This is an optimization exercise on Yosys and OpenROAD, whose aim is small area, not a production implementation.
Function was checked by simulation only, so behaviour that the tests miss may differ from the original.
No activity file was given, so power comes from the tool's default toggle rates.

$ cat design/flow/design.v
`timescale 1ns/1ps
package mat_cfg_pkg;
    localparam int MAT_N  = 4;
    localparam int IDX_W  = 2;
    localparam int ADDR_W = 4;
    localparam int OPND_W = 8;
    localparam int ACC_W  = 20;
    typedef logic signed [OPND_W-1:0] operand_t;
    typedef logic signed [ACC_W-1:0]  acc_t;
    typedef logic [MAT_N*OPND_W-1:0] opnd_row_t;
    typedef logic [MAT_N*ACC_W-1:0] acc_row_t;
endpackage
`timescale 1ns/1ps
package mat_ctrl_pkg;
    typedef enum logic [1:0] {
        OP_NOP    = 2'd0,
        OP_LOAD_A = 2'd1,
        OP_LOAD_B = 2'd2,
        OP_START  = 2'd3
    } host_op_e;
    typedef enum logic [1:0] {
        EX_IDLE,
        EX_MAC,
        EX_STORE
    } exec_state_e;
endpackage
`timescale 1ns/1ps
`timescale 1ns/1ps
`timescale 1ns/1ps
`timescale 1ns/1ps
`timescale 1ns/1ps
module mat_engine_top (
    input  logic        clk,
    input  logic        rst_n,
    input  logic        cmd_valid,
    input  logic [1:0]  cmd_op,
    input  logic [3:0]  cmd_addr,
    input  logic [7:0]  cmd_data,
    input  logic [3:0]  rd_addr,
    output logic [19:0] rd_data,
    output logic        busy,
    output logic        done
);
    localparam int CW = 17;
    logic       act;       
    logic [7:0] step;      
    logic [3:0] ph;        
    logic       clr;       
    logic       last;
    logic       cmd_vld_q;
    logic [1:0] cmd_op_q;
    logic [3:0] cmd_addr_q;
    logic [7:0] cmd_data_q;
    logic       take;
    logic       start;
    assign last  = (step == 8'd191);
    assign take  = cmd_vld_q && !busy;
    assign start = take && (cmd_op_q == 2'd3);
    always_ff @(posedge clk or negedge rst_n) begin
        if (!rst_n) begin
            act        <= 1'b0;
            busy       <= 1'b0;
            done       <= 1'b0;
            step       <= '0;
            ph         <= '0;
            clr        <= 1'b1;
            cmd_vld_q  <= 1'b0;
            cmd_data_q <= '0;
        end else begin
            clr        <= 1'b0;
            ph         <= ph + 1'b1;
            cmd_vld_q  <= cmd_valid;
            cmd_data_q <= cmd_data;
            if (start) begin
                act  <= 1'b1;
                busy <= 1'b1;
                step <= '0;
                done <= 1'b0;
            end else if (act) begin
                step <= step + 1'b1;
                if (last) begin
                    act  <= 1'b0;
                    busy <= 1'b0;
                    done <= 1'b1;
                end
            end
        end
    end
    always_ff @(posedge clk) begin
        cmd_op_q   <= cmd_op;
        cmd_addr_q <= cmd_addr;
    end
    logic [7:0] ring_a [16];
    logic [7:0] ring_b [16];
    logic [7:0] wd;
    logic [3:0] wplace;
    logic       wr_a;
    logic       wr_b;
    assign wd     = cmd_data_q;
    assign wplace = {cmd_addr_q[1:0], cmd_addr_q[3:2]} + ~ph;
    assign wr_a   = take && (cmd_op_q == 2'd1);
    assign wr_b   = take && (cmd_op_q == 2'd2);
    always_ff @(posedge clk) begin
        for (int i = 0; i < 16; i++) begin
            ring_a[i] <= (clr || (wr_a && wplace == 4'(i))) ? wd : ring_a[(i + 1) % 16];
            ring_b[i] <= (clr || (wr_b && wplace == 4'(i))) ? wd : ring_b[(i + 1) % 16];
        end
    end
    logic [1:0]    k;
    logic [1:0]    slc;
    logic [1:0]    a_tap;
    logic [7:0]    a_op;
    logic [7:0]    b_op;
    logic          s0, s1, s2, neg;
    logic [7:0]    x, y, z;
    logic [10:0]   p;
    logic [CW-1:0] ring_c [16];
    logic [CW-1:0] base;
    logic [CW-1:0] nxt;
    assign k     = step[5:4];
    assign slc   = step[7:6];
    assign a_tap = k - ph[3:2];
    assign a_op  = ring_a[{a_tap, 2'b00}];
    always_comb begin
        case ({k, ph[1:0]})
            4'b00_00, 4'b01_01, 4'b10_10, 4'b11_11: b_op = ring_b[0];
            4'b01_00, 4'b10_01, 4'b11_10:           b_op = ring_b[1];
            4'b10_00, 4'b11_01:                     b_op = ring_b[2];
            4'b11_00:                               b_op = ring_b[3];
            4'b00_01, 4'b01_10, 4'b10_11:           b_op = ring_b[15];
            4'b00_10, 4'b01_11:                     b_op = ring_b[14];
            default:                                b_op = ring_b[13];
        endcase
    end
    always_comb begin
        case (slc)
            2'd0:    begin s2 = 1'b0;    s1 = b_op[7]; s0 = b_op[6]; neg = 1'b1; end
            2'd1:    begin s2 = b_op[5]; s1 = b_op[4]; s0 = b_op[3]; neg = 1'b0; end
            default: begin s2 = b_op[2]; s1 = b_op[1]; s0 = b_op[0]; neg = 1'b0; end
        endcase
    end
    assign x = a_op & {8{s0}};
    assign y = (a_op & {8{s1}}) ^ {8{neg}};
    assign z = a_op & {8{s2}};
    assign p = 11'({~x[7], x[6:0]}) + 11'({~y[7], y[6:0], 1'b0}) + 11'({~z[7], z[6:0], 2'b00});
    always_comb begin
        if (k != 2'd0)        base = ring_c[0];
        else if (slc != 2'd0) base = {ring_c[0][CW-4:0], 3'b000};
        else                  base = CW'(16);
    end
    assign nxt = base + CW'(p);
    always_ff @(posedge clk) begin
        for (int i = 0; i < 15; i++) ring_c[i] <= ring_c[i+1];
        ring_c[15] <= act ? nxt : ring_c[0];
    end
    logic [3:0]    rplace;
    logic [CW-1:0] rv;
    assign rplace  = {rd_addr[1:0], rd_addr[3:2]} - ph;
    assign rv      = ring_c[rplace];
    assign rd_data = {{3{rv[CW-1] & (|rv[CW-2:0])}}, rv};
endmodule
$ cat design/flow/config.mk
export PLATFORM = sky130hd
export DESIGN_NAME = mat_engine_top
export DESIGN_NICKNAME = mat_engine_top
export VERILOG_FILES = /design/flow/design.v
export SDC_FILE = /design/flow/constraint.sdc
export NUM_CORES = 4
export LEC_CHECK = 0
export CAP_MARGIN = 20
export CORE_MARGIN = 2
export CORE_UTILIZATION = 60
export CTS_BUF_LIST = sky130_fd_sc_hd__clkbuf_8
export CTS_CLUSTER_DIAMETER = 60
export CTS_CLUSTER_SIZE = 18
export PLACE_DENSITY = 0.75
export SLEW_MARGIN = 20
$ cat design/flow/flow/run.sh
#!/bin/bash
# Standard layout, kept whole; copies of the scripts it was given for reference.
cp standard.sh config.mk out/ 2>/dev/null
bash standard.sh > standard.log 2>&1
$ cat design/flow/standard.sh
#!/bin/bash
# synth_recipe.tcl (not shown) runs the flow's synth.tcl, then flattens the netlist and writes it again
# the make line also repeats each setting of config.mk as NAME=value (left out here)
make -C /OpenROAD-flow-scripts/flow DESIGN_CONFIG=/design/flow/config.mk WORK_HOME=/design/flow/orfs CLKGATE_MAP_FILE= SYNTH_SCRIPT=/design/flow/synth_recipe.tcl "${@:-finish}"
$ cat design/flow/constraint.sdc
create_clock -name core_clock -period 10.0 [get_ports {clk}]
set_input_delay 2.0000 -clock core_clock [delete_from_list [all_inputs] [get_ports {clk}]]
set_output_delay 2.0000 -clock core_clock [all_outputs]
set_load 0.01 [all_outputs]
==> results.toml, run 1 <==
[route]
wire_per_inst_um = 20.6
post_drt_via_cell_ratio = 5.80
drc_errors = 0
first_pass_iters = 5
initialDrtViolationCount = 812
dr_total_vias = 11900
drtAntennaViolNets = 0
finalWirelength_mm = 42.0

[timing]
fin_crit_sh = 0.869
slew_viol_final = 0
relSlewSlack = 0.237
fin_hold_ws_ns = 0.347
setup_ws_ns = 1.31
timing.final.crit_period_ns = 8.69
setup-tns-final_ns = 0
max_freq_mhz = 115
hold_violations = 0
setup_viol = 0
worst_pin_slew_ns = 1.14
fin_skew_ns = 0.0341
rsz0062_at_grt = "no"

[worst_setup_path]
startpoint_type = "input port"
rrSetupSlack_ns = 3.65
worst_r2r_path_depth = 24
path_cells = "clkdlybuf4s50_1 > inv_1 > ha_4 > inv_1 > fa_4 > buf_4 > nor2b_1 > buf_4 > o2bb2ai_1 > nand2_1 > a41oi_1 > mux2_2 > nor4_1 > or4bb_1 > o31a_1 > clkdlybuf4s50_1"
slowest_stage = "fa_4"
max_stage_delay_ns = 1.00
r2r_start = "ph[1]"
path_max_fanout = 33
cp_data_arrival_time_ns = 6.69
cp.depth = 16
critPathCaptureType = "output pin"
reg2reg_to = "ring_c[15][14]"
crit_buf_inv = 6
critPathTopFamily = "buffers and inverters"
critPathKind = "in -> out"
worstPathRequired_ns = 8.00

[cells_and_area]
drive_above_1_share = 0.242
finalNonFillerCells = 2044
final_nets = 1654
areaGrowthSynthToFinish_pct = 7.01
n_antenna_cell = 0

[floorplan]
num_rows = 66
start_util = 0.608
fp.coreArea_mm2 = 0.0325
die_y_um = 186
dieArea_mm2 = 0.0344
dieWidth_um = 186
io_pins = 43

[global_routing]
antenna_found_initial = 0
track_usage = 0.248
grt_max_degree = 67
grt_pass1_vias = 11900
overflow = 0
grt_pass1_wl_mm = 66.4

[logic_synthesis]
synth_seq_cells = 559
ys_top_cells_by_area = "dfxtp_1, mux2_2, mux4_2"
yosysWarningCount = 4
post-synth-top-count-cell = "dfxtp_1"
synth_top_area_share = 0.540
synth_commonest_cells = "dfxtp_1, mux2_2, a21oi_1, nand2_1, nor2_1"
syn_inst = 1573
async_reset_ff_frac = 0.0447
syn_nets = 1639
synth-main-ff-cell = "dfxtp_1"
synth_top_area_cell = "dfxtp_1"
seq_area_frac_synth = 0.572
avgSynthCellArea_um2 = 12.6
synth_edf_count = 0
ys_types = 76
syn-cell-area_mm2 = 0.0198

[outcome]
status = "finished clean"

[power_and_ir_drop]
power_w = 0.00606
peakVddDrop_mv = 0.167
power_leakage_nw = 8.42
p_per_area_mw_per_mm2 = 286

[min_path]
min_path_type = "reg -> reg"
min_from = "ring_c[10][12]"
hold_depth = 0
min_to = "ring_c[9][12]"

[clock_tree]
clk_pin_slew_ns = 0.11
post_cts.repair.setup_buffers = 0
cts_resized = 0
clock-root-buffer = "clkbuf_8"
worstSkewPairLatency_ns = 0.59
cts_tree = "done"
cts_buffer_depth = 3
cts.sinks = 559
cts_buffers = 37
cts_hold_buffers = 0
ctsHtreeMaxLevel = 2

[place]
dp_hpwl_mm = 28.6
dp_cells = 1991
io_buffers = 42
place_congestion = 0.851
dp_slack_ns = 1.30

[flow_run]
drv_cap = 0
flip-flops by register name (all words and copies together) (netlist names), 2 cells and up:
name	flops
ring_b	128
cmd_data_q	8
ring_a	128
step	8
cmd_op_q	2
ph	4
ring_c	272
cmd_addr_q	4
worst max path at each step:
stage / slack [ns] / endpoint / start
floorplan: 2.79 / rd_data[18] / rd_addr[2]
global placement: 1.35 / rd_data[19] / rd_addr[2]
detailed placement: 1.30 / rd_data[19] / rd_addr[2]
CTS: 1.29 / rd_data[19] / rd_addr[2]
global route: 1.11 / rd_data[19] / rd_addr[2]
finish: 1.31 / rd_data[19] / rd_addr[2]
cell usage in the layout (no fill, tap or decap), types with 16 or more instances in the layout:
cell	instances
nand2_1	69
a21oi_1	70
nand3_1	34
fa_1	16
nor2_1	60
dfxtp_1	534
clkdlybuf4s50_1	42
nor3_1	16
ha_1	27
mux4_2	32
a31oi_1	16
xnor2_1	26
a22oi_1	22
o21ai_0	16
dfrtp_1	21
mux2i_1	44
inv_1	46
clkbuf_8	39
mux2_2	273
metrics by stage:
stage | area (um2) | utilization
after floorplan | 19800 | -
after global placement | 20600 | 0.632
final | 21200 | 0.651
after global routing | 21200 | 0.651
after detailed placement | 20600 | 0.632
after CTS | 21200 | 0.650
layout make-up:
cell class,count,area (um2)
Inverter,38,143
Multi-Input combinational cell,896,8020
Clock buffer,39,537
Timing Repair Buffer,56,538
Clock inverter,14,65.1
Tap cell,442,553
Sequential cell,559,11300
Fill cell,2524,11400
layer usage:
metal | up-vias | wire length (um) | GRT usage
li1 | 5633 | - | -
met1 | 5861 | 18700 | 0.329
met2 | 289 | 20300 | 0.424
met3 | 70 | 1900 | 0.0321
met4 | 0 | 1180 | 0.0759
met5 | - | 0 | 0
report_power, final:
group	switching, W	internal (W)	leakage, nW
clock network	0.000672	0.000362	0.344
logic	0.000921	0.000925	3.30
registers	0.000364	0.00282	4.78
logic make-up (layout without fill, tap and decap cells):
family                   count (synthesis)  after routing  synth area share
adder cells (fa/ha/maj)                 45             45            0.0349
buffers and inverters                  118            147            0.0254
AND/OR/NAND/NOR                        240            240            0.0575
other                                    1              1          0.000190
multiplexers                           351            351             0.216
XOR/XNOR                                39             39            0.0180
flip-flops                             559            559             0.572
AO/OA/AOI/OAI                          220            220            0.0765
==> run 2: changes to the inputs <==
==> design/flow/run.sh (new file) <==
#!/bin/bash
# synth_recipe.tcl (not shown) runs the flow's synth.tcl, then flattens the netlist and writes it again
# the make line also repeats each setting of config.mk as NAME=value (left out here)
make -C /OpenROAD-flow-scripts/flow DESIGN_CONFIG=/design/flow/config.mk WORK_HOME=/design/flow/orfs CLKGATE_MAP_FILE= SYNTH_SCRIPT=/design/flow/synth_recipe.tcl finish
removed: design/flow/flow/run.sh
removed: design/flow/standard.sh
==> run 2 against run 1 <==
Via count unchanged. Synthesized cell count unchanged. Worst hold slack unchanged. Largest power group unchanged.
==> results.toml, run 2 <==
[outcome]
status = "finished clean"

[timing]
fin_skew_ns = 0.0341
fin_crit_sh = 0.869
rsz0062_at_grt = "no"
hold_violations = 0
relSlewSlack = 0.237
fin_hold_ws_ns = 0.347
worst_pin_slew_ns = 1.14
setup-tns-final_ns = 0
slew_viol_final = 0
setup_ws_ns = 1.31
setup_viol = 0
max_freq_mhz = 115
timing.final.crit_period_ns = 8.69

[worst_setup_path]
worst_r2r_path_depth = 24
worstPathRequired_ns = 8.00
path_max_fanout = 33
rrSetupSlack_ns = 3.65
r2r_start = "ph[1]"
startpoint_type = "input port"
cp_data_arrival_time_ns = 6.69
reg2reg_to = "ring_c[15][14]"
critPathCaptureType = "output pin"
slowest_stage = "fa_4"
critPathKind = "in -> out"
path_cells = "clkdlybuf4s50_1 > inv_1 > ha_4 > inv_1 > fa_4 > buf_4 > nor2b_1 > buf_4 > o2bb2ai_1 > nand2_1 > a41oi_1 > mux2_2 > nor4_1 > or4bb_1 > o31a_1 > clkdlybuf4s50_1"
max_stage_delay_ns = 1.00

[place]
place_congestion = 0.851
io_buffers = 42
dp_hpwl_mm = 28.6
dp_slack_ns = 1.30
dp_cells = 1991

[floorplan]
fp.coreArea_mm2 = 0.0325
die_y_um = 186
num_rows = 66
dieArea_mm2 = 0.0344
dieWidth_um = 186
start_util = 0.608
io_pins = 43

[logic_synthesis]
async_reset_ff_frac = 0.0447
post-synth-top-count-cell = "dfxtp_1"
synth_edf_count = 0
synth-main-ff-cell = "dfxtp_1"
ys_top_cells_by_area = "dfxtp_1, mux2_2, mux4_2"
yosysWarningCount = 4
synth_seq_cells = 559
syn_nets = 1639
syn-cell-area_mm2 = 0.0198
ys_types = 76
synth_top_area_share = 0.540
seq_area_frac_synth = 0.572
avgSynthCellArea_um2 = 12.6
synth_commonest_cells = "dfxtp_1, mux2_2, a21oi_1, nand2_1, nor2_1"
synth_top_area_cell = "dfxtp_1"
syn_inst = 1573

[clock_tree]
post_cts.repair.setup_buffers = 0
cts_resized = 0
worstSkewPairLatency_ns = 0.59
cts_buffers = 37
cts_buffer_depth = 3
ctsHtreeMaxLevel = 2
cts.sinks = 559
cts_tree = "done"
clock-root-buffer = "clkbuf_8"
cts_hold_buffers = 0
clk_pin_slew_ns = 0.11

[min_path]
hold_depth = 0
min_from = "ring_c[10][12]"
min_to = "ring_c[9][12]"
min_path_type = "reg -> reg"

[cells_and_area]
finalNonFillerCells = 2044
fillers = 2524
layout_common_cells = "dfxtp_1, mux2_2, a21oi_1, nand2_1, nor2_1"
multi_input_area_mm2 = 0.00802
largest_reg_flops = 272
final_nets = 1654
top_regs = "ring_c: 272 flops, ring_a: 128 flops, ring_b: 128 flops"
regMostFlops = "ring_c"
n_antenna_cell = 0
layout.area.seq_mm2 = 0.0113
drive_above_1_share = 0.242
final_core_util = 0.651
final_common_cell = "dfxtp_1"
areaGrowthSynthToFinish_pct = 7.01

[route]
wire_per_inst_um = 20.6
first_pass_iters = 5
post_drt_via_cell_ratio = 5.80
finalWirelength_mm = 42.0
drc_errors = 0
drtAntennaViolNets = 0
dr_total_vias = 11900
initialDrtViolationCount = 812

[global_routing]
track_usage = 0.248
overflow = 0
grtUsageMet1 = 0.329
grt_max_degree = 67
grt_pass1_wl_mm = 66.4
grt.busiest_layer = "met2"
antenna_found_initial = 0
use_met3 = 0.0321
grt_pass1_vias = 11900
met2_usage = 0.424

[power_and_ir_drop]
peakVddDrop_mv = 0.167
power_leakage_nw = 8.42
p_per_area_mw_per_mm2 = 286

[flow_run]
drv_cap = 0
[run 2: cell counts after synthesis]
Identical to the previous run, type by type.
[run 2: logic make-up after synthesis]
family / count (synthesis) / share of synthesized area
DFF: 559 / 0.572
muxes: 351 / 0.216
and+or+nand+nor: 240 / 0.0575
AOI/OAI and AO/OA: 220 / 0.0765
buffers and inverters: 118 / 0.0254
adders and majority gates: 45 / 0.0349
xor gates and xnor gates: 39 / 0.0180
other: 1 / 0.000190
[run 2: routing by layer]
layer / vias up / wire length, um
li1: 5633 / -
met1: 5861 / 18700
met2: 289 / 20300
met4: 0 / 1180
met5: - / 0
met3: 70 / 1900
[run 2: cell type report]
type                    count  share of cell area
clock inverters            14             0.00307
flip-flops and latches    559               0.535
inverters                  38             0.00674
well taps                 442              0.0261
clock buffers              39              0.0253
repair buffers             56              0.0254
multi-input cells         896               0.379
[run 2: worst max path at each step]
stage	to	slack, ns	depth (start not counted)	startpoint
floorplan	rd_data[18]	2.79	14	rd_addr[2]
global placement	rd_data[19]	1.35	15	rd_addr[2]
global route	rd_data[19]	1.11	15	rd_addr[2]
detailed placement	rd_data[19]	1.30	16	rd_addr[2]
CTS	rd_data[19]	1.29	16	rd_addr[2]
finish	rd_data[19]	1.31	16	rd_addr[2]
[run 2: metrics by stage]
stage | area (um2) | power (W)
2_1_floorplan | 19800 | 0.00448
3_3_place_gp | 20600 | 0.00498
3_5_place_dp | 20600 | 0.00505
4_1_cts | 21200 | 0.00609
5_1_grt | 21200 | 0.00642
6_report | 21200 | 0.00606
[run 2: critical path: cells and delay by family]
kind	cells	cell delay, ns
buf+inv	6	1.68
mux	1	0.29
compound gates	3	0.53
fa+ha+maj	2	1.14
simple gates	4	1.03
[run 2: power by group]
group	switching [W]	internal, W	leakage, nW	total (W)
Clock	0.000672	0.000362	0.344	0.00103
Combinational	0.000921	0.000925	3.30	0.00185
Sequential	0.000364	0.00282	4.78	0.00318
Total	0.00196	0.00411	8.42	0.00606

-- separate check: timing with driven ports --
In the flow no input, the clock included, has a driving cell. The finished layouts below were timed again as built, in two steps.
Step 1, drivers: a clkbuf_16 drives clk and a buf_2 each remaining input, both assumed.
Step 2, shift: input delay + t, output delay - t, t = (earliest + latest rising clock arrival at the registers) / 2. This alone moves slack from input paths to output paths.
Three values: no drivers, after step 1, after step 2; two values: the first two.
run | t, ns | setup WS [ns] | hold WS [ns] | worst setup path at the end
run 1 | 0.626 | 1.312 / 1.291 / 1.291 | 0.347 / 0.347 / 0.347 | input to output
run 2 | 0.626 | 1.312 / 1.291 / 1.291 | 0.347 / 0.347 / 0.347 | input to output
After both steps every run listed still meets setup and hold.
